From an optimization exercise on the open Yosys and OpenROAD flow, aimed at small area; shortcuts taken in it are not production practice. In this exercise RTL edits were held to simulation tests only and were not proved equivalent to the original. Power is estimated from default activity; no workload was simulated.

## playfield_rotator
module playfield_rotator #(
  parameter int ITER = 12,
  parameter int CW   = 11
) (
  input  logic                 clk,
  input  logic                 reset,
  input  logic [9:0]           angle,
  input  logic                 update,
  input  logic [7:0]           scale,
  output logic                 busy,
  output logic                 coef_done,
  input  logic                 pix_valid,
  input  logic signed [CW-1:0] pix_x,
  input  logic signed [CW-1:0] pix_y,
  output logic                 out_valid,
  output logic signed [CW-1:0] rx,
  output logic signed [CW-1:0] ry
);
export LEC_CHECK = 0
export ABC_AREA = 1
export CAP_MARGIN = 20
export CORE_MARGIN = 2
export CORE_UTILIZATION = 40
export SLEW_MARGIN = 20
export SYNTH_HIERARCHICAL = 1
export SYNTH_MINIMUM_KEEP_SIZE = 0
create_clock -name core_clock -period 10.0 [get_ports {clk}]
standard.sh (not shown) runs the stock make flow with config.mk's settings and CLKGATE_MAP_FILE= SYNTH_SCRIPT=/design/flow/synth_recipe.tcl, a recipe that flattens the netlist after the stock synthesis.
==> flow/flow/run.sh <==
#!/bin/bash
# The standard layout (standard.sh), with two changes:
#  - the port buffers are the smallest buffer cell (buf_1);
#  - clock tree synthesis clusters up to 30 sinks per leaf buffer and inserts no
#    dummy loads.
# standard.sh's full output goes to standard.log; ORFS keeps each step's log
# under orfs/logs.
set -e
export BUFFER_PORTS_ARGS="-buffer_cell sky130_fd_sc_hd__buf_1"
export CTS_ARGS="-sink_clustering_enable -repair_clock_nets -sink_clustering_size 30 -sink_clustering_max_diameter 100 -dont_use_dummy_load"
bash standard.sh > standard.log 2>&1
==> next run, changes <==
--- a/flow/flow/run.sh
+++ b/flow/flow/run.sh
@@ -2 +2 @@
-# The standard layout (standard.sh), with two changes:
+# The standard layout (standard.sh), with these changes:
@@ -9,0 +10 @@
+export REMOVE_ABC_BUFFERS=1
GPL_TIMING_DRIVEN = 0   (was default)
Outcome: The new run completed without violations. Clock-buffer cell count drops by 2. Setup slack loses 0.75 ns. Via count drops by 1.4%. First-iteration DRC count drops by about 2.5%. Core utilization drops by 0.52 points. Wire length drops by 6.0%. Sequential power stays flat. Cell area drops by about 1.2%. Non-clock buffer count drops by 64.

---

## rev 12
playfield_rotator, a different RTL version from the one above (not shown whole).
Size: ~2800 cells after synthesis, roughly 69 I/O pins.
export LEC_CHECK = 0
export ABC_AREA = 1
export CAP_MARGIN = 20
export CORE_MARGIN = 2
export CORE_UTILIZATION = 40
export GPL_TIMING_DRIVEN = 0
export SLEW_MARGIN = 20
export SYNTH_HIERARCHICAL = 1
export SYNTH_MINIMUM_KEEP_SIZE = 0
create_clock -name core_clock -period 10.0 [get_ports {clk}]
==> flow/flow/run.sh <==
#!/bin/bash
# The standard layout (standard.sh), with these changes:
#  - the port buffers are the smallest buffer cell (buf_1);
#  - clock tree synthesis clusters up to 20 sinks per clkbuf_8 leaf buffer and inserts no
#    dummy loads.
# standard.sh's full output goes to standard.log; ORFS keeps each step's log
# under orfs/logs.
set -e
export BUFFER_PORTS_ARGS="-buffer_cell sky130_fd_sc_hd__buf_1"
export REMOVE_ABC_BUFFERS=1
export CTS_ARGS="-sink_clustering_enable -repair_clock_nets -sink_clustering_size 20 -sink_clustering_max_diameter 80 -buf_list sky130_fd_sc_hd__clkbuf_8 -root_buf sky130_fd_sc_hd__clkbuf_16 -dont_use_dummy_load"
bash standard.sh > standard.log 2>&1
Rev 12 finished every stage and its layout cleared the timing, DRC and antenna checks.
Modified inputs, rev 13 compared to rev 12
Settings: removing GPL_TIMING_DRIVEN (formerly 0).
==> flow/run.sh (new file) <==
#!/bin/bash
# synth_recipe.tcl (not shown) runs the flow's synth.tcl, then flattens the netlist and writes it again
# the make line also repeats each setting of config.mk as NAME=value (left out here)
make -C /OpenROAD-flow-scripts/flow DESIGN_CONFIG=/design/flow/config.mk WORK_HOME=/design/flow/orfs CLKGATE_MAP_FILE= SYNTH_SCRIPT=/design/flow/synth_recipe.tcl finish
removed: flow/flow/run.sh
removed: flow/standard.sh
Notes after the runs:
- Rev 13 finished end to end and its layout was clean on timing, DRC and antenna.
- Sequential cell area share: rev 13 vs rev 12 down 0.90 points
- Per the comparison of rev 13 with rev 12, final worst-path setup slack now larger; period utilization now smaller; maximum frequency climbed 3.8 MHz; number of buffer and inverter instances along the worst setup path went up by 1.
- Relative to rev 12, rev 13 degrades routed wire length.
- Run comparison: rev 12 startpoint of the worst setup timing path t[0]; rev 13 startpoint of the worst setup timing path t[1]
- Compared with rev 12, in rev 13 clock transition at the register clock pins on the worst setup and hold paths after CTS now sits lower, overall power went up 0.0012 W, via count rose by 711.

-- afterwards: timing with drivers on the ports --
The results above use ideal ports. As a check the final layouts listed here were re-extracted and re-timed, cells and wires unchanged.
Step 1, drivers: a clkbuf_16 drives clk and a buf_2 each remaining input, both assumed.
Step 2 adds t to the input delays and takes it off the output delays; t is the mean of the earliest and latest rising clock arrival at the registers after step 1. Input paths then give back, and output paths get back, about the clock's delay inside the block.
Three values: ideal ports, drivers, drivers and shift; two values: the first two.
| run | shift t [ns] | slack for setup (ns) | clock arrival spread, ns | worst register clock-pin slew, ns |
|---|---|---|---|---|
| the first run of note 1 | 0.561 | 1.044 / 1.044 / 1.044 | 0.049 / 0.049 | 0.10 / 0.10 |
| the second run of note 1 | 0.558 | 0.295 / 0.295 / 0.295 | 0.048 / 0.049 | 0.12 / 0.12 |
| rev 12 | 0.556 | 0.389 / 0.389 / 0.389 | 0.066 / 0.066 | 0.13 / 0.13 |
| rev 13 | 0.604 | 0.725 / 0.725 / 0.725 | 0.029 / 0.028 | 0.07 / 0.07 |
After both steps every run listed still meets setup and hold.
